Context: an optimization exercise on an open-source flow, tuned for small area. The choices shown serve that exercise and are no tape-out recipe.
The RTL was checked by simulation tests, not by an equivalence proof against the original design.
No activity file was given, so power comes from the tool's default toggle rates.

Design rv_top, start of the top module:
module rv_top (
    input  logic        clk,
    input  logic        reset,
    output logic        wb_cyc,
    output logic        wb_stb,
    output logic        wb_we,
    output logic [31:0] wb_adr,
    output logic [31:0] wb_dat_w,
    output logic [3:0]  wb_sel,
    input  logic [31:0] wb_dat_r,
    input  logic        wb_ack,
    output logic        halted
);
    localparam logic [2:0] S_INIT  = 3'd0;   
    localparam logic [2:0] S_FETCH = 3'd1;   
    localparam logic [2:0] S_WAIT1 = 3'd2;   
    localparam logic [2:0] S_EX1   = 3'd3;   
    localparam logic [2:0] S_MEM   = 3'd4;   
    localparam logic [2:0] S_WAIT2 = 3'd5;   
    localparam logic [2:0] S_EX2   = 3'd6;   
    localparam logic [2:0] S_HALT  = 3'd7;
    logic [2:0]  state;
    logic [3:0]  cnt;
    always_ff @(posedge clk or posedge reset) begin
        if (reset) cnt <= 4'd0;
        else       cnt <= cnt + 4'd1;
    end
    wire cnt0  = (cnt == 4'd0);
    wire cnt15 = (cnt == 4'd15);
    wire in_fetch  = (state == S_FETCH);
    wire in_mem    = (state == S_MEM);
    wire fetch_ack = in_fetch & wb_ack;
    wire mem_ack   = in_mem & wb_ack;
    wire r1   = (state == S_EX1);
    wire r2   = (state == S_EX2) | (mem_ack & cnt0);
    wire init = (state == S_INIT);
    logic [31:2] ir;
    wire  [31:2] inst = ir;
    always_ff @(posedge clk)
        if (fetch_ack) ir <= wb_dat_r[31:2];
    wire [4:0] opc = inst[6:2];
    wire [2:0] f3  = inst[14:12];
    wire [4:0] rd  = inst[11:7];
    wire [4:0] rs1 = inst[19:15];
    wire [4:0] rs2 = inst[24:20];
    wire is_load   = ~opc[4] & ~opc[3] & ~opc[2];
    wire is_store  = ~opc[4] &  opc[3] & ~opc[2];
    wire is_ldst   = ~opc[4] & ~opc[2];
    wire is_alu    = ~opc[4] &  opc[2] & ~opc[0];
    wire is_op     = is_alu & opc[3];
    wire is_upper  = ~opc[4] &  opc[2] &  opc[0];
    wire is_lui    = is_upper & opc[3];
    wire is_auipc  = is_upper & ~opc[3];
    wire is_branch =  opc[4] & ~opc[2] & ~opc[0];
    wire is_jump   =  opc[4] &  opc[0];
    wire is_jal    =  opc[1];
    wire is_sys    =  opc[4] &  opc[2];
    wire is_shift  = is_alu & (f3[1:0] == 2'b01);
    wire is_slt    = is_alu & (f3[2:1] == 2'b01);
    logic [31:0] imm;
    always_comb begin
        if (is_upper)       imm = {inst[31:12], 12'd0};
        else if (is_jal)    imm = {{12{inst[31]}}, inst[19:12], inst[20], inst[30:21], 1'b0};
  ...
Size in the first run: about 110 I/O pins, ~0.029 mm2 of cells after synthesis.
Settings: LEC_CHECK=0, CAP_MARGIN=5, CORE_MARGIN=2, CORE_UTILIZATION=40, CTS_CLUSTER_DIAMETER=100, CTS_CLUSTER_SIZE=24, SLEW_MARGIN=5; clock period 14.0 ns.
standard.sh (not shown) runs the stock make flow with config.mk's settings and CLKGATE_MAP_FILE= SYNTH_SCRIPT=/design/flow/synth_recipe.tcl, a recipe that flattens the netlist after the stock synthesis.
==> flow/flow/run.sh <==
#!/bin/bash
# The standard layout (standard.sh) with two settings changed through the
# environment: clock tree synthesis without dummy loads, and the smallest
# buffer on each port. Each tool's output goes to the ORFS logs; make's output
# goes to standard.log here.
export CTS_ARGS="-sink_clustering_enable -repair_clock_nets -dont_use_dummy_load -sink_clustering_size 18 -sink_clustering_max_diameter 60 -buf_list sky130_fd_sc_hd__clkbuf_8"
export BUFFER_PORTS_ARGS="-buffer_cell sky130_fd_sc_hd__buf_1"
bash standard.sh > standard.log 2>&1
Edit:
--- a/flow/flow/run.sh
+++ b/flow/flow/run.sh
@@ -5,3 +5,3 @@
 # goes to standard.log here.
-export CTS_ARGS="-sink_clustering_enable -repair_clock_nets -dont_use_dummy_load -sink_clustering_size 18 -sink_clustering_max_diameter 60 -buf_list sky130_fd_sc_hd__clkbuf_8"
+export CTS_ARGS="-sink_clustering_enable -repair_clock_nets -dont_use_dummy_load -sink_clustering_size 16 -sink_clustering_max_diameter 60 -buf_list sky130_fd_sc_hd__clkbuf_8"
 export BUFFER_PORTS_ARGS="-buffer_cell sky130_fd_sc_hd__buf_1"
- CAP_MARGIN: 5 -> 20
- CORE_UTILIZATION: 40 -> 60
- SLEW_MARGIN: 5 -> 20
What happened: The new run completed with no timing, DRC or antenna violations; clock power barely changes; clock skew fell by 0.013 ns; worst setup slack loses 0.30 ns; non-clock buffer count fell by 1; synthesized cell count does not change; fmax fell by 4.3%; sequential cell count stays the same; sequential power barely changes.

* * *

Setup of job 677:
Starting RTL as in the previous note.
clock: 14.0 ns
lec_check: 0
cap_margin: 20
core_margin: 2
core_utilization: 55
cts_cluster_diameter: 100
cts_cluster_size: 24
slew_margin: 20
==> flow/flow/run.sh <==
#!/bin/bash
# The standard layout (standard.sh) with two settings changed through the
# environment: clock tree synthesis without dummy loads, and the smallest
# buffer on each port. Each tool's output goes to the ORFS logs; make's output
# goes to standard.log here.
export CTS_ARGS="-sink_clustering_enable -repair_clock_nets -dont_use_dummy_load -sink_clustering_size 18 -sink_clustering_max_diameter 60 -buf_list sky130_fd_sc_hd__clkbuf_8"
export BUFFER_PORTS_ARGS="-buffer_cell sky130_fd_sc_hd__buf_1"
bash standard.sh > standard.log 2>&1
Job 677: PASS, flow complete, no timing, DRC or antenna violations
diff inputs: job 677 => job 5377
Settings: a change of CORE_UTILIZATION from 55 to 40.
==> flow/flow/run.sh <==
#!/bin/bash
# The standard layout (standard.sh) with two settings changed through the
# environment: clock tree synthesis without dummy loads, and the smallest
# buffer on each port. Each tool's output goes to the ORFS logs; make's output
# goes to standard.log here.
export CTS_ARGS="-sink_clustering_enable -repair_clock_nets -dont_use_dummy_load -sink_clustering_size 24 -sink_clustering_max_diameter 50 -buf_list {sky130_fd_sc_hd__clkbuf_8 sky130_fd_sc_hd__clkbuf_16}"
export BUFFER_PORTS_ARGS="-buffer_cell sky130_fd_sc_hd__buf_1"
bash standard.sh > standard.log 2>&1
## What came out
NOTE: relative slew slack in job 5377 falls short of that of job 677
Job 5377: fmax 4.1 MHz below job 677
The violation count after the first detailed-routing iteration in job 677 is 1.07 times that in job 5377.
Compared to job 677, job 5377 has insertion delay of the later-clocked pin in the worst-skew pair 0.04 ns lower.
### job 5377 -> job 9277
Settings: setting PLACE_DENSITY to 0.75 for the first time; changing CORE_UTILIZATION from 40 to 60.
==> flow/flow/run.sh <==
#!/bin/bash
# The standard layout (standard.sh) with two settings changed through the
# environment: clock tree synthesis without dummy loads, and the smallest
# buffer on each port. Each tool's output goes to the ORFS logs; make's output
# goes to standard.log here.
export CTS_ARGS="-sink_clustering_enable -repair_clock_nets -dont_use_dummy_load -sink_clustering_size 20 -sink_clustering_max_diameter 50 -buf_list sky130_fd_sc_hd__clkbuf_8"
export BUFFER_PORTS_ARGS="-buffer_cell sky130_fd_sc_hd__buf_1"
bash standard.sh > standard.log 2>&1
[summary]
| effective utilization at floorplan | higher: job 9277 |. Summary — relative slew slack, job 9277 relative to job 5377: higher, by 4.6 points. Between job 9277 and job 5377, the difference in combinational group power is negligible. Between job 9277 and job 5377, it is job 9277 whose via count is higher, by 80. Job 9277 vs job 5377: cell area reported after detailed placement down in job 9277. Job 9277 ended up with a higher half-perimeter wire length after placement than job 5377 did. Non-clock buffer count: job 9277 and job 5377 compared, higher one is job 5377. The total routed wirelength of job 9277 is lower than that of job 5377. [compare] base=job 5377 new=job 9277: worst setup slack has increased, worst hold slack after final layout lost 0.023 ns. Cell-internal power for job 9277: 0.00042 W down relative to job 5377.
Edits applied to the flow inputs when going from job 9277 to job 7224:
Settings: PLACE_DENSITY no longer set, was 0.75; CORE_UTILIZATION now 40, was 60.
==> flow/flow/run.sh <==
#!/bin/bash
# The standard layout (standard.sh) with two settings changed through the
# environment: clock tree synthesis without dummy loads, and the smallest
# buffer on each port. Each tool's output goes to the ORFS logs; make's output
# goes to standard.log here.
export CTS_ARGS="-sink_clustering_enable -repair_clock_nets -dont_use_dummy_load -sink_clustering_size 18 -sink_clustering_max_diameter 60 -buf_list sky130_fd_sc_hd__clkbuf_8"
export BUFFER_PORTS_ARGS="-buffer_cell sky130_fd_sc_hd__buf_1"
bash standard.sh > standard.log 2>&1
Results
Comparing job 7224 against job 9277, there is no change at all in count of mapped cells out of synthesis. Job 9277 -> job 7224: number of clock buffers in the layout increased slightly. Number of global-route vias before repair in job 7224 is 194 below job 9277.
[inputs] job 7128 vs job 7224
==> flow/flow/run.sh <==
#!/bin/bash
# The standard layout (standard.sh) with two settings changed through the
# environment: clock tree synthesis without dummy loads, and the smallest
# buffer on each port. Each tool's output goes to the ORFS logs; make's output
# goes to standard.log here.
export CTS_ARGS="-sink_clustering_enable -repair_clock_nets -dont_use_dummy_load -sink_clustering_size 24 -sink_clustering_max_diameter 100"
export BUFFER_PORTS_ARGS="-buffer_cell sky130_fd_sc_hd__buf_1"
bash standard.sh > standard.log 2>&1
--- outcome ---
Ratio of total power to cell area, job 7128 and job 7224: lower on job 7224
Global-route met2 utilization for job 7128: 0.20 points up relative to job 7224
Between job 7128 and job 7224, the difference in worst hold slack is negligible.
Share of post-route cells with drive strength above 1: job 7128 vs job 7224 down 1.0 points
> inputs changed (job 7128 -> job 2355)
Settings: GPL_TIMING_DRIVEN: unset -> 0.
-- flow/flow/run.sh --
<<< job 7128, line 5
# goes to standard.log here.
export CTS_ARGS="-sink_clustering_enable -repair_clock_nets -dont_use_dummy_load -sink_clustering_size 24 -sink_clustering_max_diameter 100"
export BUFFER_PORTS_ARGS="-buffer_cell sky130_fd_sc_hd__buf_1"
>>> job 2355, line 5
# goes to standard.log here.
export CTS_ARGS="-sink_clustering_enable -repair_clock_nets -dont_use_dummy_load -sink_clustering_size 18 -sink_clustering_max_diameter 60 -buf_list sky130_fd_sc_hd__clkbuf_8"
export BUFFER_PORTS_ARGS="-buffer_cell sky130_fd_sc_hd__buf_1"
--- outcome ---
- Job 2355 reached the final stage; the timing, design-rule and antenna checks on its layout passed.
- Job 2355 vs. job 7128: internal power of the cells went down by about 4.3%.
- On total area of multi-input combinational cells, job 7128 and job 2355 are basically level.
- Going from job 7128 to job 2355, setup fix buffers added after clock tree synthesis now sits at about the same level, fraction of power consumed by combinational cells now sits higher, setup slack after layout now sits lower, final-layout non-clock buffer area share now sits higher, power share of the clock group now sits lower.
- Job 2355 vs job 7128: count of clock-buffer cells in the layout up by more than a quarter
- | power density normalized to cell area | job 2355 vs job 7128 | 5.9 mW/mm2 lower |
- Number of global-route vias before repair (job 2355 vs. job 7128) increases slightly
- Job 7128 has a lower arrival time reported for the critical path endpoint than job 2355.

-- re-timing with driven ports --
No port has a modelled driver above. Below, the same layouts with a new extraction and two added sets of constraints. Step 1 sets driving cells, clkbuf_16 on the clock port and buf_2 on the other inputs (assumed; they add their load-dependent delay and slew). Step 2 adds t to the input delays and takes it off the output delays; t is the mean of the earliest and latest rising clock arrival at the registers after step 1. Input paths then give back, and output paths get back, about the clock's delay inside the block. Three values: ideal ports, drivers, drivers and shift; two values: the first two.
run | shift t [ns] | slack for setup (ns) | slew at the worst register clock pin (ns)
the first run of note 1 | 0.715 | 7.445 / 7.476 / 6.761 | 0.11 / 0.11
the second run of note 1 | 0.698 | 7.147 / 7.178 / 6.480 | 0.10 / 0.10
job 677 | 0.689 | 7.550 / 7.582 / 6.893 | 0.11 / 0.11
job 5377 | 0.648 | 7.373 / 7.407 / 6.759 | 0.09 / 0.09
job 9277 | 0.700 | 7.524 / 7.552 / 6.853 | 0.11 / 0.11
job 7224 | 0.715 | 7.445 / 7.476 / 6.761 | 0.11 / 0.11
job 7128 | 0.657 | 7.373 / 7.410 / 6.753 | 0.10 / 0.10
job 2355 | 0.706 | 6.748 / 6.755 / 6.050 | 0.11 / 0.11
After both steps setup and hold are still met in every run listed. For job 2355, which loses most, drivers alone change the setup slack by +0.007 ns; drivers and shift together by -0.698 ns.
